Background: an optimization exercise with open tools, aiming at small area, a short achievable clock period and few clock cycles per item. Do not read the settings as production practice. No functional check of the RTL was part of any run shown here. Power figures rest on the tool's default switching activity, not on a simulated workload.

## flow/design.v (module list and top-level ports; edited modules follow where they fit)
// module running_mean_stddev: 259 lines
// module rms_add32: 215 lines
// module rms_add34: 226 lines
// module rms_add35: 230 lines
// module rms_add64: 436 lines
// module rms_add65: 440 lines
// module rms_sqacc: 646 lines
module running_mean_stddev #(
    parameter int MAX_COUNT   = 65536,
    parameter int FRAC_BITS   = 16
) (
    input  logic        aclk,
    input  logic        aresetn,
    input  logic        s_axis_tvalid,
    output logic        s_axis_tready,
    input  logic [15:0] s_axis_tdata,    
    input  logic        s_axis_tlast,
    output logic        m_axis_tvalid,
    input  logic        m_axis_tready,
    output logic [87:0] m_axis_tdata,    
    input  logic        psel,
    input  logic        penable,
    input  logic        pwrite,
    input  logic [1:0]  paddr,
    input  logic [31:0] pwdata,
    output logic [31:0] prdata,
    output logic        pready
);
  // ...
==> flow/run.sh <==
#!/bin/bash
# synth_recipe.tcl (not shown) runs the flow's synth.tcl, then flattens the netlist and writes it again
# the make line also repeats each setting of config.mk as NAME=value (left out here)
make -C /OpenROAD-flow-scripts/flow DESIGN_CONFIG=/design/flow/config.mk WORK_HOME=/design/flow/orfs CLKGATE_MAP_FILE= SYNTH_SCRIPT=/design/flow/synth_recipe.tcl finish
==> flow/config.mk <==
export PLATFORM = sky130hd
export DESIGN_NAME = running_mean_stddev
export DESIGN_NICKNAME = running_mean_stddev
export VERILOG_FILES = /design/flow/design.v
export SDC_FILE = /design/flow/constraint.sdc
export NUM_CORES = 4
export LEC_CHECK = 0
export ABC_AREA = 1
export CAP_MARGIN = 20
export CORE_MARGIN = 2
export CORE_UTILIZATION = 50
export SETUP_SLACK_MARGIN = 5
export SLEW_MARGIN = 20
==> flow/constraint.sdc <==
create_clock -name core_clock -period 11.0 [get_ports {aclk}]
set_input_delay 2.2000 -clock core_clock [delete_from_list [all_inputs] [get_ports {aclk}]]
set_output_delay 2.2000 -clock core_clock [all_outputs]
set_load 0.01 [all_outputs]
==> run_results.csv, run 1 <==
group,metric,value,unit
sta,period_share,50.49,%
clocking,clock_latency,0.66,ns
finish,signal_buffers,143,
yosys,yosysSeqAreaShare,37.30,%
die,io_pins,181,
pwr,peakVddDrop,171.3,µV
grt,first_global_vias,31606,
placement,place_congestion,0.9128,
yosys,muxShareOfSynthArea,0.02236,%
yosys,synthTopCellsByCount,"965 x inv_1, 634 x nand2_1, 398 x nor2_1, 354 x dfxtp_1",
finish,bufAreaShareNonClock,2.800,%
die,die_h,303.2,µm
pwr,swShare,43.21,%
sta,tightest_slew,1.010,ns
clocking,cts_resized,3,
detailed_routing,dr.pass1.iters,6,
yosys,postSynth.asyncResetShare,0,%
finish,final_common_cell,"inv_1",
yosys,ys.flop_type,"dfxtp_1",
run_status,status,"complete, no violations",
grt,use_met2,39.19,%
clocking,htreeDepth,3,
finish,multi_input_gates,3077,
clocking,root_buffer,"clkbuf_16",
detailed_routing,viasPerCell,5.052,
finish,n_antenna_cell,0,
yosys,avgSynthCellArea,9.188,µm²
pwr,p_clk_share,16.7,%
placement,pre_cts_ws,4.410,ns
grt,grt.met3_usage,2.970,%
yosys,synth_edf_count,320,
clocking,clkTransAtPathRegs,0.06,ns
yosys,yosys_warnings,1,
finish,multiInputGateArea,23770,µm²
sta,period_minus_slack,5.554,ns
detailed_routing,vias,31239,
pwr,pwr-share-comb,60.1,%
sta,fmaxAchievable,180.0,MHz
worst_setup_path,reg2reg_depth,29,
sta,tns,0,ns
pwr,intPower,9.641,mW
==> module running_mean_stddev, before the edit <==
module running_mean_stddev #(
    parameter int MAX_COUNT   = 65536,
    parameter int FRAC_BITS   = 16
) (
    input  logic        aclk,
    input  logic        aresetn,
    input  logic        s_axis_tvalid,
    output logic        s_axis_tready,
    input  logic [15:0] s_axis_tdata,    
    input  logic        s_axis_tlast,
    output logic        m_axis_tvalid,
    input  logic        m_axis_tready,
    output logic [87:0] m_axis_tdata,    
    input  logic        psel,
    input  logic        penable,
    input  logic        pwrite,
    input  logic [1:0]  paddr,
    input  logic [31:0] pwdata,
    output logic [31:0] prdata,
    output logic        pready
);
    localparam int CW = rms_pkg::CNT_W;
    localparam int SW = rms_pkg::SUM_W;
    localparam int QW = rms_pkg::SQ_W;
    localparam logic [2:0] A_IDLE  = 3'd0;
    localparam logic [2:0] A_PREP1 = 3'd1;
    localparam logic [2:0] A_PREP2 = 3'd2;
    localparam logic [2:0] A_RUN   = 3'd3;
    localparam logic [2:0] A_DONE  = 3'd4;
    logic mode_reg;
    always_ff @(posedge aclk) begin
        if (!aresetn) mode_reg <= 1'b0;
        else if (psel && penable && pwrite && paddr == 2'd0) mode_reg <= pwdata[0];
    end
    assign pready = 1'b1;
    assign prdata = {31'd0, mode_reg};
    logic        f0_v, f0_l, f0_m;
    logic [14:0] f0_y;         
    logic        f0_s;         
    logic        g_reg;        
    logic        rdy_reg;      
    logic        aok_reg;      
    logic [2:0]  a_st;
    logic [4:0]  a_step;
    logic        b_run, b_valid;
    logic [4:0]  b_step;
    logic acc_in, f0_hold, f0_go, a_load, b_free, a_hand;
    assign s_axis_tready = rdy_reg;
    assign acc_in  = s_axis_tvalid && rdy_reg;
    assign f0_hold = f0_v && f0_l && !aok_reg;
    assign f0_go   = f0_v && !f0_hold;
    assign a_load  = f0_go && f0_l;
    assign b_free  = !b_run && (!b_valid || m_axis_tready);
    assign a_hand  = (a_st == A_DONE) && b_free;
    logic [2:0] a_st_n;
    logic       f0_v_n, f0_l_n, b_run_n, b_valid_n, aok_n, g_n;
    always_comb begin
        a_st_n = a_st;
        unique case (a_st)
            A_IDLE:  a_st_n = A_IDLE;
            A_PREP1: a_st_n = A_PREP2;
            A_PREP2: a_st_n = A_RUN;
            A_RUN:  a_st_n = (a_step == 5'd0) ? A_DONE : A_RUN;
            A_DONE: a_st_n = a_hand ? A_IDLE : A_DONE;
            default: a_st_n = A_IDLE;
        endcase
        if (a_load) a_st_n = A_PREP1;
    end
    assign b_run_n   = a_hand || (b_run && b_step != 5'd31);
    assign b_valid_n = (b_run && b_step == 5'd31) || (b_valid && !m_axis_tready);
    assign aok_n     = (a_st_n == A_IDLE) || (a_st_n == A_DONE && !b_run_n && !b_valid_n);
    assign f0_v_n    = f0_hold || acc_in;
    assign f0_l_n    = f0_hold || s_axis_tlast;
    assign g_n       = f0_v_n && !(f0_l_n && !aok_n) && (a_load || !cnt_n[CW-1]);
    always_ff @(posedge aclk) begin
        if (!aresetn) begin
            rdy_reg <= 1'b1;
            aok_reg <= 1'b1;
            f0_v    <= 1'b0;
            g_reg   <= 1'b0;
            a_st    <= A_IDLE;
            b_run   <= 1'b0;
            b_valid <= 1'b0;
        end else begin
            rdy_reg <= !(f0_v_n && f0_l_n) || aok_n;
            aok_reg <= aok_n;
            f0_v    <= f0_v_n;
            g_reg   <= g_n;
            a_st    <= a_st_n;
            b_run   <= b_run_n;
            b_valid <= b_valid_n;
        end
    end
    always_ff @(posedge aclk) begin
        if (!f0_hold) begin
            f0_y <= s_axis_tdata[14:0] ^ {15{s_axis_tdata[15]}};
            f0_s <= s_axis_tdata[15];
            f0_l <= s_axis_tlast;
            f0_m <= mode_reg;
        end
    end
    logic [CW-1:0] cnt_reg, cnt_n;
    logic [SW-1:0] sum_reg, sum_n;
    logic [QW-1:0] acc_s, acc_c, ns, nc;
    logic          ovf_reg, ovf_n, clear;
    logic [14:0]   y_eff;
    logic          s_eff;
    assign y_eff = g_reg ? f0_y : 15'd0;
    assign s_eff = g_reg && f0_s;
    rms_add32 u_sum (.a(sum_reg), .b({{(SW-15){s_eff}}, y_eff ^ {15{s_eff}}}), .ci(1'b0), .s(sum_n));
    assign cnt_n = cnt_reg + CW'(g_reg);
    assign ovf_n = ovf_reg | (f0_go && cnt_reg[CW-1]);
    assign clear = !aresetn || a_load;
    rms_sqacc u_sq (.y(y_eff), .sgn(s_eff), .acc_s(acc_s), .acc_c(acc_c), .ns(ns), .nc(nc));
    always_ff @(posedge aclk) begin
        cnt_reg <= clear ? '0 : cnt_n;
        sum_reg <= clear ? '0 : sum_n;
        acc_s   <= clear ? '0 : ns;
        acc_c   <= clear ? '0 : nc;
        ovf_reg <= clear ? 1'b0 : ovf_n;
    end
    logic [CW-1:0] an;
    logic [SW-1:0] as;         
    logic [QW:0]   aq;         
    logic [63:0]   aN;         
    logic [33:0]   aD;
    logic          aneg, aovf, amode;
    logic          nb, mb, flip;    
    logic          nbd;             
    logic [31:0] an32, lzx;
    logic [4:0]  lz_hi, a_idx;
    logic [63:0] a_s64, a_r0, a_r1, a_r2, a_cs, a_cc, a_sum;
    logic [33:0] a_dsum;
    logic [CW-1:0] anm;
    logic [17:0] a_qhi;
    assign anm   = an - CW'(amode);
    assign a_qhi = {1'b0, aN[QW-1:30]} - {1'b0, anm};
    assign an32  = 32'(an);
    assign lzx   = (as ^ {SW{as[SW-1]}}) | an32;
    always_comb begin
        lz_hi = 5'd0;
        for (int i = 0; i < 32; i++) if (lzx[i]) lz_hi = 5'(i);
    end
    assign a_idx = (a_st == A_PREP2) ? a_step : a_step - 5'd1;
    assign a_s64 = {{(64-SW){as[SW-1]}}, as};
    assign a_r0  = {aN[62:0], 1'b0};
    assign a_r1  = nb ? {{(64-QW-1){aq[QW]}}, aq} : 64'd0;
    assign a_r2  = flip ? a_s64 : ~(mb ? a_s64 : 64'd0);
    assign a_cs  = a_r0 ^ a_r1 ^ a_r2;
    assign a_cc  = {((a_r0[62:0] & a_r1[62:0]) | (a_r0[62:0] & a_r2[62:0]) |
                     (a_r1[62:0] & a_r2[62:0])), !flip};
    rms_add64 u_aadd (.a(a_cs), .b(a_cc), .ci(1'b0), .s(a_sum));
    rms_add34 u_dadd (.a({aD[32:0], 1'b0}), .b(nbd ? 34'(anm) : 34'd0), .ci(1'b0), .s(a_dsum));
    always_ff @(posedge aclk) begin
        if (a_load) begin
            an    <= cnt_n;
            as    <= sum_n;
            aq    <= {1'b0, ns};
            aN    <= 64'(nc[QW-1:1]);
            aovf  <= ovf_n;
            amode <= f0_m && (cnt_n >= CW'(2));
            nb    <= 1'b1;
            nbd   <= 1'b0;
            mb    <= 1'b0;
            flip  <= 1'b0;
        end else if (a_st == A_PREP1) begin
            aN     <= a_sum;
            aneg   <= as[SW-1];
            a_step <= lz_hi + 5'(as[SW-1]);
        end else if (a_st == A_PREP2) begin
            aq     <= {a_qhi, aN[29:0]};
            aN     <= '0;
            aD     <= '0;
            nb     <= an32[a_idx];
            nbd    <= |(an32 & (32'd1 << a_idx));
            mb     <= as[a_idx];
            flip   <= aneg;
        end else if (a_st == A_RUN) begin
            aN     <= a_sum;
            aD     <= a_dsum;
            a_step <= a_step - 5'd1;
            nb     <= an32[a_idx];
            nbd    <= |(an32 & (32'd1 << a_idx));
            mb     <= as[a_idx];
            flip   <= 1'b0;
        end
    end
    logic [64:0] bR;           
    logic [61:0] bP;
    logic [31:0] bL, bq, bZ;   
    logic [33:0] bD;
    logic [15:0] brem;
    logic [CW-1:0] bn;
    logic [1:0]  bst;
    logic        bneg;
    logic        bs, bge;
    logic        bs2;          
    logic        b_sel;        
    logic [64:0] b_t, b_x1, b_x2, b_cs, b_cc;
    logic [16:0] b_rem2;
    logic [17:0] b_diff;
    logic [47:0] b_dv;
    logic [64:0] b_rsum;
    logic [61:0] b_psum;
    rms_add65 u_radd (.a(b_cs), .b(b_cc), .ci(bs), .s(b_rsum));
    logic [34:0] b_plo;
    logic [27:0] b_pu, b_pq, b_pa;
    logic        b_inc, b_dec;
    rms_add35 u_padd (.a({1'b0, bP[32:0], 1'b0}), .b({1'b0, bD ^ {34{!bs2}}}), .ci(!bs2), .s(b_plo));
    assign b_pu  = bP[60:33];
    assign b_inc = bs2 && b_plo[34];
    assign b_dec = !bs2 && !b_plo[34];
    assign b_pq  = b_pu ^ {28{!bs2}};
    always_comb begin
        logic [27:0] t;
        t = {b_pq[26:0], 1'b1};
        for (int d = 1; d < 28; d = d * 2)
            for (int i = 27; i >= 0; i--)
                if ((i / d) % 2 == 1) t[i] = t[i] & t[(i / d) * d - 1];
        b_pa = t;
    end
    assign b_psum = {b_pu ^ (b_pa & {28{b_inc | b_dec}}), b_plo[33:0]};
    assign bs   = !bR[64];
    assign b_t  = {bR[62:0], bL[31:30]};
    assign b_x1 = {1'b0, bP, 2'b00} ^ {65{bs}};
    assign b_x2 = ~{31'd0, bD};
    assign b_cs = b_t ^ b_x1 ^ b_x2;
    assign b_cc = {((b_t[63:0] & b_x1[63:0]) | (b_t[63:0] & b_x2[63:0]) |
                    (b_x1[63:0] & b_x2[63:0])), 1'b1};
    assign b_rem2 = {brem, bZ[31]};
    assign b_diff = {1'b0, b_rem2} - {1'b0, bn};
    assign bge    = !b_diff[17];
    assign b_dv = aneg ? {~as, 16'(-an)} : {as, 16'd0};
    assign b_sel = (a_st == A_DONE) && !b_run;
    always_ff @(posedge aclk) begin
        bR   <= b_sel ? {{31{aN[63]}}, aN[63:30]} : b_rsum;
        bs2  <= !(b_sel ? aN[63] : b_rsum[64]);
        bP   <= b_sel ? 62'(aD) : b_psum;
        bL   <= b_sel ? {aN[29:0], 2'b00} : {bL[29:0], 2'b00};
        brem <= b_sel ? b_dv[46:31] : (bge ? b_diff[15:0] : b_rem2[15:0]);
        if (b_sel) bD <= aD;
    end
    always_ff @(posedge aclk) begin
        if (a_hand) begin
            bn   <= an;
            bst  <= aovf ? rms_pkg::STATUS_OVERFLOW :
                    (an < CW'(2) ? rms_pkg::STATUS_FEW : rms_pkg::STATUS_OK);
            bneg <= aneg;
            bZ   <= {b_dv[30:0], aneg};
            b_step <= 5'd1;
        end else if (b_run) begin
            bq   <= (b_step == 5'd31) ? {bq[29:0], bs, !b_rsum[64]} : {bq[30:0], bs};
            bZ   <= {bZ[30:0], bge ^ bneg};
            b_step <= b_step + 5'd1;
        end
    end
    assign m_axis_tvalid = b_valid;
    assign m_axis_tdata  = {5'd0, bst, bn, bq, bZ};
endmodule
==> run 2: changes to the inputs <==
--- a/flow/design.v
+++ b/flow/design.v
@@ -137,2 +137,3 @@
     logic          nbd;             
+    logic          mb2, flip2;      
     logic [31:0] an32, lzx;
@@ -142,4 +143,6 @@
     logic [CW-1:0] anm;
+    logic [31:0]   anm32;
     logic [17:0] a_qhi;
     assign anm   = an - CW'(amode);
+    assign anm32 = 32'(anm);
     assign a_qhi = {1'b0, aN[QW-1:30]} - {1'b0, anm};
@@ -155,3 +158,4 @@
     assign a_r1  = nb ? {{(64-QW-1){aq[QW]}}, aq} : 64'd0;
-    assign a_r2  = flip ? a_s64 : ~(mb ? a_s64 : 64'd0);
+    assign a_r2  = {flip2 ? a_s64[63:32] : ~(mb2 ? a_s64[63:32] : 32'd0),
+                    flip  ? a_s64[31:0]  : ~(mb  ? a_s64[31:0]  : 32'd0)};
     assign a_cs  = a_r0 ^ a_r1 ^ a_r2;
@@ -160,3 +164,3 @@
     rms_add64 u_aadd (.a(a_cs), .b(a_cc), .ci(1'b0), .s(a_sum));
-    rms_add34 u_dadd (.a({aD[32:0], 1'b0}), .b(nbd ? 34'(anm) : 34'd0), .ci(1'b0), .s(a_dsum));
+    rms_add34 u_dadd (.a({aD[32:0], 1'b0}), .b(nbd ? 34'(an) : 34'd0), .ci(1'b0), .s(a_dsum));
     always_ff @(posedge aclk) begin
@@ -173,2 +177,4 @@
             flip  <= 1'b0;
+            mb2   <= 1'b0;
+            flip2 <= 1'b0;
         end else if (a_st == A_PREP1) begin
@@ -182,5 +188,7 @@
             nb     <= an32[a_idx];
-            nbd    <= |(an32 & (32'd1 << a_idx));
+            nbd    <= anm32[a_idx];
             mb     <= as[a_idx];
             flip   <= aneg;
+            mb2    <= |(as & (32'd1 << a_idx));
+            flip2  <= as[SW-1];
         end else if (a_st == A_RUN) begin
@@ -190,5 +198,7 @@
             nb     <= an32[a_idx];
-            nbd    <= |(an32 & (32'd1 << a_idx));
+            nbd    <= anm32[a_idx];
             mb     <= as[a_idx];
             flip   <= 1'b0;
+            mb2    <= |(as & (32'd1 << a_idx));
+            flip2  <= 1'b0;
         end
==> run_results.csv, run 2 <==
group,metric,value,unit
run_status,status,"complete, no violations",
finish,final_common_cell,"inv_1",
finish,seqCellArea,16750,µm²
yosys,synth_edf_count,320,
pwr,peakVddDrop,214.2,µV
placement,port_buffers,112,
finish,fin_nets,5743,
detailed_routing,wl_per_cell,17.11,µm
die,start_util,50.26,%
worst_setup_path,crit_path_end_kind,"flip-flop",
grt,antenna_found_initial,1,
finish,final_cell_mix,"968 x inv_1, 663 x nand2_1, 402 x nor2_1",
pwr,powerDensity,342.5,nW/µm²
finish,layout-drive-gt1-share,5.221,%
clocking,clock_latency,0.64,ns
detailed_routing,totalWireLength,107000,µm
sta,setup_viol,0,
sta,tightest_slew,1.035,ns
clocking,cts_made_buffers,82,
worst_setup_path,crit_type,"flip-flop to flip-flop",
die,die-area,92610,µm²
sta,slew_viol_final,0,
placement,place_congestion,0.8740,
worst_setup_path,reg2reg_depth,29,
detailed_routing,vias,31843,
worst_setup_path,ff2ff_setup_slack,5.50,ns
yosys,yosysSeqAreaShare,37.11,%
detailed_routing,first_iter_violations,2015,
clocking,cts_sinks,676,
sta,clock_skew,0.02367,ns
clocking,htreeDepth,3,
sta,tns,0,ns
finish,reg.largest.list,"aN x64, bR x64, bP x62",
finish,syn_to_final_growth,10.79,%
detailed_routing,drt.antenna.violating_nets,0,
yosys,syn_area,45100,µm²
yosys,ys.flop_type,"dfxtp_1",
worst_setup_path,start_kind,"flip-flop",
yosys,synthTopCellsByCount,"971 x inv_1, 668 x nand2_1, 404 x nor2_1, 356 x dfxtp_1, 348 x ha_1",
detailed_routing,drcViolationCount,0,
yosys,synthCells,4941,
sta,period_share,49.97,%
die,rows,110,
worst_setup_path,crit_buf_inv,4,
hold_path,worstHoldPathCells,2,
sta,max_slew_margin,31.03,%
worst_setup_path,reg2reg_from,"flip",
clocking,cts_tree,"built",
grt,first_global_vias,31845,
yosys,synth_seq_cells,676,
worst_setup_path,crit_family,"compound AO/OA/AOI/OAI gates",
placement,dpl.hpwl,79700,µm
hold_path,min_from,"bL[11]",
yosys,synthDistinctLibCells,73,
finish,finish.utilization,55.68,%
sta,setup_slack,5.503,ns
clocking,clkTransAtPathRegs,0.06,ns
worst_setup_path,reg2reg_to,"aN[63]",
sta,period_minus_slack,5.497,ns
sta,grt_setup_unrepaired,"yes",
die,die_h,304.3,µm
yosys,synth.largest_area_cell,"edfxtp_1",
grt,grt_pass1_wl,172900,µm
finish,multiInputGateArea,23930,µm²
yosys,synth.area.top_cells,"edfxtp_1 21%, dfxtp_1 16%, fa_1 15%",
die,die_w,304.3,µm
finish,fill_cells,8195,
die,core_area,89740,µm²
worst_setup_path,slowest_delay,0.47,ns
detailed_routing,dr.pass1.iters,6,
yosys,yosys_warnings,1,
clocking,cts_hold_buf,0,
worst_setup_path,arrival,6.00,ns
yosys,postSynth.asyncResetShare,0,%
yosys,synth_most_common_cell,"inv_1",
hold_path,hold_path.class,"flip-flop to flip-flop",
worst_setup_path,cp_common_cell,"nand2_1",
placement,pre_cts_ws,4.449,ns
hold_path,min_to,"bL[13]",
sta,fmaxAchievable,181.9,MHz
grt,track_usage,23.50,%
finish,n_antenna_cell,0,
detailed_routing,viasPerCell,5.093,
grt,grt_start_max_net_pins,101,
worst_setup_path,cp.required,11.50,ns
die,io_pins,181,
sta,finalHoldViolCount,0,
yosys,avgSynthCellArea,9.127,µm²
yosys,yosysTopAreaCellShare,21.31,%
clocking,cts_buffer_depth,3,
clocking,root_buffer,"clkbuf_16",
pwr,p_leak,22.67,nW
worst_setup_path,cp_max_fo,32,
grt,overflow,0,
job,drv_cap,0,
worst_setup_path,critPathSlowestCell,"fa_1",
[run 2: worst reg2reg max path: cells and delay by family (launching register included)]
family	cells	cell delay (ns)
AO/OA/AOI/OAI	14	2.54
adder cells (fa/ha/maj)	4	1.35
AND/OR/NAND/NOR	6	0.66
buffers and inverters	4	0.36
flip-flops	1	0.31
XOR/XNOR	1	0.15
[run 2: cell type report]
cell class | instances | share of cell area, %
Multi-Input combinational cell | 3118 | 47.90
Sequential cell | 676 | 33.52
Inverter | 990 | 7.455
Clock buffer | 106 | 4.515
Tap cell | 1176 | 2.945
Timing Repair Buffer | 139 | 2.650
Clock inverter | 47 | 1.017
[run 2: stage by stage]
stage / std cells / hold WS, ns / total power [mW] / cell area (µm²)
after floorplan: 4976 / 0.4056 / 12.07 / 45230
after global placement: 6096 / 0.4166 / 14.17 / 47160
after detailed placement: 6096 / 0.4193 / 14.40 / 47160
after CTS: 6249 / 0.4335 / 17.34 / 49930
after global routing: 6252 / 0.4400 / 19.08 / 49960
final: 6252 / 0.4309 / 17.11 / 49960
[run 2: logic make-up after synthesis]
kind of cell             Yosys count  synth area share (%)
AO/OA/AOI/OAI                    810                 10.48
XOR/XNOR                         329                 6.406
adder cells (fa/ha/maj)          678                 24.30
buffers and inverters           1182                 10.26
flip-flops                       676                 37.11
multiplexers                       1               0.02220
other                              2               0.01665
AND/OR/NAND/NOR                 1263                 11.40
[run 2: worst max path at each step]
stage,depth (start not counted),slack (ns),end,from
finish,29,5.50,aN[63],flip
detailed placement,26,4.45,aN[63],flip
global placement,26,4.61,aN[63],flip
global route,28,4.98,aN[63],flip
CTS,26,5.10,aN[63],flip
floorplan,23,5.50,aN[63],as[31]
[run 2: power breakdown]
| group | total, mW | internal (mW) | switching (mW) |
|---|---|---|---|
| Combinational | 10.4 | 4.44 | 5.93 |
| Clock | 2.80 | 1.67 | 1.13 |
| Sequential | 3.94 | 3.54 | 0.398 |
| Total | 17.1 | 9.65 | 7.47 |
[run 2: layer usage]
metal | track usage, % | routed length (µm) | vias up
met4 | 7.909 | 3460 | 0
met5 | 0 | 0 | -
li1 | - | - | 15785
met2 | 38.59 | 49940 | 680
met3 | 2.632 | 4608 | 188
met1 | 32.47 | 48960 | 15190
[run 2: timing repair]
| action | 4_1_cts | 5_1_grt |
|---|---|---|
| endpoints found under the setup margin | 24 | 13 |
| gates cloned | 0 | 0 |
| gates resized for setup | 4 | 4 |
| buffers inserted | 0 | 3 |
==> run 3: changes to the inputs <==
--- a/flow/design.v
+++ b/flow/design.v
@@ -117,3 +117,24 @@
     assign s_eff = g_reg && f0_s;
-    rms_add32 u_sum (.a(sum_reg), .b({{(SW-15){s_eff}}, y_eff ^ {15{s_eff}}}), .ci(1'b0), .s(sum_n));
+    logic [16:0] sum_lo;
+    logic [15:0] sum_u, su_p1, su_p0;
+    logic        su_inc, su_dec;
+    rms_add17 u_sum (.a({1'b0, sum_reg[15:0]}), .b({1'b0, s_eff, y_eff ^ {15{s_eff}}}),
+                     .ci(1'b0), .s(sum_lo));
+    assign sum_u  = sum_reg[31:16];
+    assign su_inc = sum_lo[16] && !s_eff;
+    assign su_dec = !sum_lo[16] && s_eff;
+    always_comb begin
+        logic [15:0] t1, t0;
+        t1 = {sum_u[14:0], 1'b1};
+        t0 = {~sum_u[14:0], 1'b1};
+        for (int d = 1; d < 16; d = d * 2)
+            for (int i = 15; i >= 0; i--)
+                if ((i / d) % 2 == 1) begin
+                    t1[i] = t1[i] & t1[(i / d) * d - 1];
+                    t0[i] = t0[i] & t0[(i / d) * d - 1];
+                end
+        su_p1 = t1;
+        su_p0 = t0;
+    end
+    assign sum_n = {sum_u ^ ((su_p1 & {16{su_inc}}) | (su_p0 & {16{su_dec}})), sum_lo[15:0]};
     assign cnt_n = cnt_reg + CW'(g_reg);
@@ -138,2 +159,3 @@
     logic          mb2, flip2;      
+    logic          first;           
     logic [31:0] an32, lzx;
@@ -156,3 +178,3 @@
     assign a_s64 = {{(64-SW){as[SW-1]}}, as};
-    assign a_r0  = {aN[62:0], 1'b0};
+    assign a_r0  = first ? 64'd0 : {aN[62:0], 1'b0};
     assign a_r1  = nb ? {{(64-QW-1){aq[QW]}}, aq} : 64'd0;
@@ -179,2 +201,3 @@
             flip2 <= 1'b0;
+            first <= 1'b0;
         end else if (a_st == A_PREP1) begin
@@ -185,3 +208,3 @@
             aq     <= {a_qhi, aN[29:0]};
-            aN     <= '0;
+            first  <= 1'b1;
             aD     <= '0;
@@ -195,2 +218,3 @@
             aN     <= a_sum;
+            first  <= 1'b0;
             aD     <= a_dsum;
@@ -277,9 +301,9 @@
 endmodule
-module rms_add32 (
-    input  logic [31:0] a,
-    input  logic [31:0] b,
+module rms_add17 (
+    input  logic [16:0] a,
+    input  logic [16:0] b,
     input  logic        ci,
-    output logic [31:0] s
+    output logic [16:0] s
 );
-    logic [31:0] p, g;
+    logic [16:0] p, g;
     assign p = a ^ b;
@@ -313,148 +337,58 @@
     logic gg8, pp8;
-    assign gg8 = g[17] | (p[17] & g[16]);
-    assign pp8 = p[17] & p[16];
+    assign gg8 = gg1 | (pp1 & gg0);
+    assign pp8 = pp1 & pp0;
     logic gg9, pp9;
-    assign gg9 = g[19] | (p[19] & g[18]);
-    assign pp9 = p[19] & p[18];
+    assign gg9 = gg3 | (pp3 & gg2);
+    assign pp9 = pp3 & pp2;
     logic gg10, pp10;
-    assign gg10 = g[21] | (p[21] & g[20]);
-    assign pp10 = p[21] & p[20];
+    assign gg10 = gg5 | (pp5 & gg4);
+    assign pp10 = pp5 & pp4;
     logic gg11, pp11;
-    assign gg11 = g[23] | (p[23] & g[22]);
-    assign pp11 = p[23] & p[22];
+    assign gg11 = gg7 | (pp7 & gg6);
+    assign pp11 = pp7 & pp6;
     logic gg12, pp12;
-    assign gg12 = g[25] | (p[25] & g[24]);
-    assign pp12 = p[25] & p[24];
+    assign gg12 = gg9 | (pp9 & gg8);
+    assign pp12 = pp9 & pp8;
     logic gg13, pp13;
-    assign gg13 = g[27] | (p[27] & g[26]);
-    assign pp13 = p[27] & p[26];
+    assign gg13 = gg11 | (pp11 & gg10);
+    assign pp13 = pp11 & pp10;
     logic gg14, pp14;
-    assign gg14 = g[29] | (p[29] & g[28]);
-    assign pp14 = p[29] & p[28];
+    assign gg14 = gg13 | (pp13 & gg12);
+    assign pp14 = pp13 & pp12;
     logic gg15, pp15;
-    assign gg15 = g[31] | (p[31] & g[30]);
-    assign pp15 = p[31] & p[30];
+    assign gg15 = gg10 | (pp10 & gg12);
+    assign pp15 = pp10 & pp12;
     logic gg16, pp16;
-    assign gg16 = gg1 | (pp1 & gg0);
-    assign pp16 = pp1 & pp0;
+    assign gg16 = gg2 | (pp2 & gg8);
+    assign pp16 = pp2 & pp8;
     logic gg17, pp17;
-    assign gg17 = gg3 | (pp3 & gg2);
-    assign pp17 = pp3 & pp2;
+    assign gg17 = gg4 | (pp4 & gg12);
+    assign pp17 = pp4 & pp12;
     logic gg18, pp18;
-    assign gg18 = gg5 | (pp5 & gg4);
-    assign pp18 = pp5 & pp4;
+    assign gg18 = gg6 | (pp6 & gg15);
+    assign pp18 = pp6 & pp15;
     logic gg19, pp19;
-    assign gg19 = gg7 | (pp7 & gg6);
-    assign pp19 = pp7 & pp6;
+    assign gg19 = g[2] | (p[2] & gg0);
+    assign pp19 = p[2] & pp0;
     logic gg20, pp20;
-    assign gg20 = gg9 | (pp9 & gg8);
-    assign pp20 = pp9 & pp8;
+    assign gg20 = g[4] | (p[4] & gg8);
+    assign pp20 = p[4] & pp8;
     logic gg21, pp21;
-    assign gg21 = gg11 | (pp11 & gg10);
-    assign pp21 = pp11 & pp10;
+    assign gg21 = g[6] | (p[6] & gg16);
+    assign pp21 = p[6] & pp16;
     logic gg22, pp22;
-    assign gg22 = gg13 | (pp13 & gg12);
-    assign pp22 = pp13 & pp12;
+    assign gg22 = g[8] | (p[8] & gg12);
+    assign pp22 = p[8] & pp12;
     logic gg23, pp23;
-    assign gg23 = gg15 | (pp15 & gg14);
-    assign pp23 = pp15 & pp14;
+    assign gg23 = g[10] | (p[10] & gg17);
+    assign pp23 = p[10] & pp17;
     logic gg24, pp24;
-    assign gg24 = gg17 | (pp17 & gg16);
-    assign pp24 = pp17 & pp16;
+    assign gg24 = g[12] | (p[12] & gg15);
+    assign pp24 = p[12] & pp15;
     logic gg25, pp25;
-    assign gg25 = gg19 | (pp19 & gg18);
-    assign pp25 = pp19 & pp18;
+    assign gg25 = g[14] | (p[14] & gg18);
+    assign pp25 = p[14] & pp18;
     logic gg26, pp26;
-    assign gg26 = gg21 | (pp21 & gg20);
-    assign pp26 = pp21 & pp20;
-    logic gg27, pp27;
-    assign gg27 = gg23 | (pp23 & gg22);
-    assign pp27 = pp23 & pp22;
-    logic gg28, pp28;
-    assign gg28 = gg25 | (pp25 & gg24);
-    assign pp28 = pp25 & pp24;
-    logic gg29, pp29;
-    assign gg29 = gg27 | (pp27 & gg26);
-    assign pp29 = pp27 & pp26;
-    logic gg30, pp30;
-    assign gg30 = gg29 | (pp29 & gg28);
-    assign pp30 = pp29 & pp28;
-    logic gg31, pp31;
-    assign gg31 = gg26 | (pp26 & gg28);
-    assign pp31 = pp26 & pp28;
-    logic gg32, pp32;
-    assign gg32 = gg18 | (pp18 & gg24);
-    assign pp32 = pp18 & pp24;
-    logic gg33, pp33;
-    assign gg33 = gg20 | (pp20 & gg28);
-    assign pp33 = pp20 & pp28;
-    logic gg34, pp34;
-    assign gg34 = gg22 | (pp22 & gg31);
-    assign pp34 = pp22 & pp31;
-    logic gg35, pp35;
-    assign gg35 = gg2 | (pp2 & gg16);
-    assign pp35 = pp2 & pp16;
-    logic gg36, pp36;
-    assign gg36 = gg4 | (pp4 & gg24);
-    assign pp36 = pp4 & pp24;
-    logic gg37, pp37;
-    assign gg37 = gg6 | (pp6 & gg32);
-    assign pp37 = pp6 & pp32;
-    logic gg38, pp38;
-    assign gg38 = gg8 | (pp8 & gg28);
-    assign pp38 = pp8 & pp28;
-    logic gg39, pp39;
-    assign gg39 = gg10 | (pp10 & gg33);
-    assign pp39 = pp10 & pp33;
-    logic gg40, pp40;
-    assign gg40 = gg12 | (pp12 & gg31);
-    assign pp40 = pp12 & pp31;
-    logic gg41, pp41;
-    assign gg41 = gg14 | (pp14 & gg34);
-    assign pp41 = pp14 & pp34;
-    logic gg42, pp42;
-    assign gg42 = g[2] | (p[2] & gg0);
-    assign pp42 = p[2] & pp0;
-    logic gg43, pp43;
-    assign gg43 = g[4] | (p[4] & gg16);
-    assign pp43 = p[4] & pp16;
-    logic gg44, pp44;
-    assign gg44 = g[6] | (p[6] & gg35);
-    assign pp44 = p[6] & pp35;
-    logic gg45, pp45;
-    assign gg45 = g[8] | (p[8] & gg24);
-    assign pp45 = p[8] & pp24;
-    logic gg46, pp46;
-    assign gg46 = g[10] | (p[10] & gg36);
-    assign pp46 = p[10] & pp36;
-    logic gg47, pp47;
-    assign gg47 = g[12] | (p[12] & gg32);
-    assign pp47 = p[12] & pp32;
-    logic gg48, pp48;
-    assign gg48 = g[14] | (p[14] & gg37);
-    assign pp48 = p[14] & pp37;
-    logic gg49, pp49;
-    assign gg49 = g[16] | (p[16] & gg28);
-    assign pp49 = p[16] & pp28;
-    logic gg50, pp50;
-    assign gg50 = g[18] | (p[18] & gg38);
-    assign pp50 = p[18] & pp38;
-    logic gg51, pp51;
-    assign gg51 = g[20] | (p[20] & gg33);
-    assign pp51 = p[20] & pp33;
-    logic gg52, pp52;
-    assign gg52 = g[22] | (p[22] & gg39);
-    assign pp52 = p[22] & pp39;
-    logic gg53, pp53;
-    assign gg53 = g[24] | (p[24] & gg31);
-    assign pp53 = p[24] & pp31;
-    logic gg54, pp54;
-    assign gg54 = g[26] | (p[26] & gg40);
-    assign pp54 = p[26] & pp40;
-    logic gg55, pp55;
-    assign gg55 = g[28] | (p[28] & gg34);
-    assign pp55 = p[28] & pp34;
-    logic gg56, pp56;
-    assign gg56 = g[30] | (p[30] & gg41);
-    assign pp56 = p[30] & pp41;
+    assign gg26 = g[16] | (p[16] & gg14);
+    assign pp26 = p[16] & pp14;
     assign s[0] = p[0] ^ ci;
@@ -462,31 +396,16 @@
     assign s[2] = p[2] ^ gg0;
-    assign s[3] = p[3] ^ gg42;
-    assign s[4] = p[4] ^ gg16;
-    assign s[5] = p[5] ^ gg43;
-    assign s[6] = p[6] ^ gg35;
-    assign s[7] = p[7] ^ gg44;
-    assign s[8] = p[8] ^ gg24;
-    assign s[9] = p[9] ^ gg45;
-    assign s[10] = p[10] ^ gg36;
-    assign s[11] = p[11] ^ gg46;
-    assign s[12] = p[12] ^ gg32;
-    assign s[13] = p[13] ^ gg47;
-    assign s[14] = p[14] ^ gg37;
-    assign s[15] = p[15] ^ gg48;
-    assign s[16] = p[16] ^ gg28;
-    assign s[17] = p[17] ^ gg49;
-    assign s[18] = p[18] ^ gg38;
-    assign s[19] = p[19] ^ gg50;
-    assign s[20] = p[20] ^ gg33;
-    assign s[21] = p[21] ^ gg51;
-    assign s[22] = p[22] ^ gg39;
-    assign s[23] = p[23] ^ gg52;
-    assign s[24] = p[24] ^ gg31;
-    assign s[25] = p[25] ^ gg53;
-    assign s[26] = p[26] ^ gg40;
-    assign s[27] = p[27] ^ gg54;
-    assign s[28] = p[28] ^ gg34;
-    assign s[29] = p[29] ^ gg55;
-    assign s[30] = p[30] ^ gg41;
-    assign s[31] = p[31] ^ gg56;
+    assign s[3] = p[3] ^ gg19;
+    assign s[4] = p[4] ^ gg8;
+    assign s[5] = p[5] ^ gg20;
+    assign s[6] = p[6] ^ gg16;
+    assign s[7] = p[7] ^ gg21;
+    assign s[8] = p[8] ^ gg12;
+    assign s[9] = p[9] ^ gg22;
+    assign s[10] = p[10] ^ gg17;
+    assign s[11] = p[11] ^ gg23;
+    assign s[12] = p[12] ^ gg15;
+    assign s[13] = p[13] ^ gg24;
+    assign s[14] = p[14] ^ gg18;
+    assign s[15] = p[15] ^ gg25;
+    assign s[16] = p[16] ^ gg14;
 endmodule
==> run_results.csv, run 3 <==
group,metric,value,unit
sta,grt_setup_unrepaired,"yes",
run_status,status,"complete, no violations",
grt,antenna_found_initial,0,
yosys,synth-adder-area-share,23.38,%
sta,tightest_slew,1.040,ns
detailed_routing,wl_per_cell,17.32,µm
worst_setup_path,cp_common_cell,"nor2_1",
yosys,synth_compound_area_share,9.617,%
yosys,postSynth.asyncResetShare,0,%
yosys,synthCells,5087,
clocking,cts_tree,"built",
grt,grt_pass1_wl,177900,µm
finish,instances_no_fill,6413,
yosys,yosysSeqAreaShare,36.78,%
placement,place_congestion,0.8814,
sta,period_share,51.68,%
yosys,synth_top_family_by_area,"adder cells",
detailed_routing,viasPerCell,5.110,
detailed_routing,totalWireLength,111100,µm
worst_setup_path,critPathSlowestCell,"edfxtp_1",
die,rows,110,
grt,grt_start_max_net_pins,94,
finish,layout-drive-gt1-share,6.893,%
detailed_routing,drcViolationCount,0,
finish,fin_nets,5885,
sta,period_minus_slack,5.685,ns
detailed_routing,first_iter_violations,2006,
detailed_routing,drt.antenna.violating_nets,0,
job,drv_cap,0,
sta,fmaxAchievable,175.9,MHz
sta,slew_viol_final,0,
hold_path,worstHoldPathCells,2,
hold_path,hold_path.class,"flip-flop to flip-flop",
yosys,synth-simple-area-share,13.59,%
sta,setup_slack,5.315,ns
yosys,yosysTopAreaCellShare,21.09,%
clocking,cts_sinks,677,
die,die-area,93550,µm²
worst_setup_path,slowest_delay,0.48,ns
grt,first_global_vias,32690,
clocking,cts_buffer_depth,3,
worst_setup_path,cp.required,11.57,ns
pwr,powerDensity,333.2,nW/µm²
yosys,syn_area,45560,µm²
pwr,p_total,16.96,mW
finish,final_cell_mix,"938 x inv_1, 799 x nand2_1, 415 x nor2_1",
yosys,yosys_warnings,1,
sta,max_slew_margin,30.66,%
sta,tns,0,ns
worst_setup_path,cp_max_fo,12,
clocking,root_buffer,"clkbuf_16",
sta,clock_skew,0.02470,ns
placement,port_buffers,112,
detailed_routing,dr.pass1.iters,5,
finish,reg.largest.list,"aN x64, bR x64, bP x62",
placement,pre_cts_ws,3.647,ns
die,start_util,50.54,%
pwr,peakVddDrop,198.7,µV
yosys,synth_seq_cells,677,
worst_setup_path,arrival,6.26,ns
clocking,clock_latency,0.65,ns
die,io_pins,181,
finish,multiInputGateArea,24690,µm²
yosys,synth_most_common_cell,"inv_1",
die,die_h,305.9,µm
finish,syn_to_final_growth,11.71,%
yosys,synthXorXnorAreaFrac,6.517,%
yosys,ys.flop_type,"dfxtp_1",
detailed_routing,vias,32769,
placement,dpl.hpwl,82540,µm
clocking,clkTransAtPathRegs,0.06,ns
finish,finish.utilization,56.46,%
yosys,synth_edf_count,320,
yosys,muxShareOfSynthArea,0.02197,%
worst_setup_path,crit_type,"flip-flop to flip-flop",
pwr,p_leak,23.00,nW
yosys,synth.area.top_cells,"edfxtp_1 21%, dfxtp_1 16%, fa_1 14%",
die,core_area,90150,µm²
yosys,avgSynthCellArea,8.956,µm²
worst_setup_path,start_kind,"flip-flop",
finish,final_common_cell,"inv_1",
sta,setup_viol,0,
die,die_w,305.9,µm
grt,overflow,0,
clocking,cts_made_buffers,81,
worst_setup_path,crit_path_end_kind,"flip-flop",
grt,track_usage,24.05,%
finish,n_antenna_cell,0,
yosys,synthTopCellsByCount,"947 x inv_1, 812 x nand2_1, 420 x nor2_1, 373 x o21ai_0, 357 x dfxtp_1",
sta,finalHoldViolCount,0,
finish,fill_cells,8178,
clocking,htreeDepth,3,
yosys,synth.largest_area_cell,"edfxtp_1",
worst_setup_path,reg2reg_depth,38,
placement,place_inst,6238,
yosys,synthDistinctLibCells,76,
finish,seqCellArea,16780,µm²
-- run 3: changes by cell type in the layout (fill, tap and decap cells not counted), moves of 17 or more --
cell and delta:
buf_4 +19, inv_1 -30, o21ai_1 -17, nand3_2 +18, o21ai_0 +49, xnor2_1 +24
nand2_1 +136, o22ai_1 -58, ha_1 -25, nand3_1 +21
-- run 3: path summary, 6_finish.rpt --
path	start	endpoint	slack (ns)
worst min-delay path	bL[17]	bL[19]	0.41
worst max register to register	f0_y[1]	sum_reg[31]	5.32
worst min register to register	bL[17]	bL[19]	0.41
worst max-delay path	f0_y[1]	sum_reg[31]	5.32
-- run 3: routing by layer --
layer  vias up  wire, µm  track usage (%)  share of wire, %
li1      16209         -                -                 -
met1     15791     51070            33.22                46
met2       619     52840            40.39                48
met3       150      4809            3.131               4.3
met4         0      2381            5.430               2.1
met5         -         0                0                 0
-- run 3: metrics by stage --
| step | instance area [µm²] | hold WS, ns |
|---|---|---|
| floorplan | 45690 | 0.3960 |
| CTS | 50410 | 0.4179 |
| global placement | 47590 | 0.4038 |
| finish | 50900 | 0.4122 |
| detailed placement | 47590 | 0.4059 |
| global route | 50900 | 0.4350 |
-- run 3: worst max-delay path: cells and delay by family (launching register included) --
kind	cells	cell delay, ns
AOI/OAI and AO/OA	7	1.70
xor gates and xnor gates	1	0.19
adders and majority gates	3	0.91
buffers and inverters	10	0.66
DFF	1	0.48
and+or+nand+nor	17	1.65
-- run 3: final cells by class --
| cell class | count | area share [%] |
|---|---|---|
| Sequential cell | 677 | 32.97 |
| Clock buffer | 103 | 4.366 |
| Inverter | 968 | 7.176 |
| Timing Repair Buffer | 164 | 3.066 |
| Tap cell | 1176 | 2.891 |
| Clock inverter | 48 | 1.020 |
| Multi-Input combinational cell | 3277 | 48.52 |
-- run 3: logic make-up after synthesis --
group | Yosys count
muxes | 1
AOI/OAI and AO/OA | 764
xor gates and xnor gates | 339
buffers and inverters | 1168
adders and majority gates | 658
and+or+nand+nor | 1478
other | 2
DFF | 677
-- run 3: timing repair --
action | in CTS | in global routing
hold buffers | 0 | 0
pin swaps | 0 | 25
gates cloned | 0 | 1
gates resized for setup | 17 | 61
setup buffers | 3 | 20
endpoints found under the setup margin | 26 | 13
-- run 3: power by group --
| part | internal, mW | switching, mW |
|---|---|---|
| combinational | 4.38 | 5.80 |
| clock | 1.65 | 1.14 |
| sequential | 3.54 | 0.457 |
| total | 9.56 | 7.40 |

afterwards: timing with drivers on the ports:
The results above use ideal ports. As a check the final layouts listed here were re-extracted and re-timed, cells and wires unchanged. Step 1 assumes that a clkbuf_16 drives the clock port and a buf_2 every other input. Step 2 adds t to the input delays and takes it off the output delays; t is the mean of the earliest and latest rising clock arrival at the registers after step 1. Input paths then give back, and output paths get back, about the clock's delay inside the block. Slacks: ideal / step 1 / step 2; pairs: ideal / step 1.
| run | t (ns) | setup slack, ns | hold slack, ns |
|---|---|---|---|
| run 1 | 0.709 | 5.446 / 5.446 / 5.446 | 0.425 / 0.425 / 0.425 |
| run 2 | 0.700 | 5.503 / 5.503 / 5.503 | 0.431 / 0.431 / 0.431 |
| run 3 | 0.709 | 5.315 / 5.315 / 5.315 | 0.412 / 0.412 / 0.412 |
After both steps setup and hold are still met in every run listed.
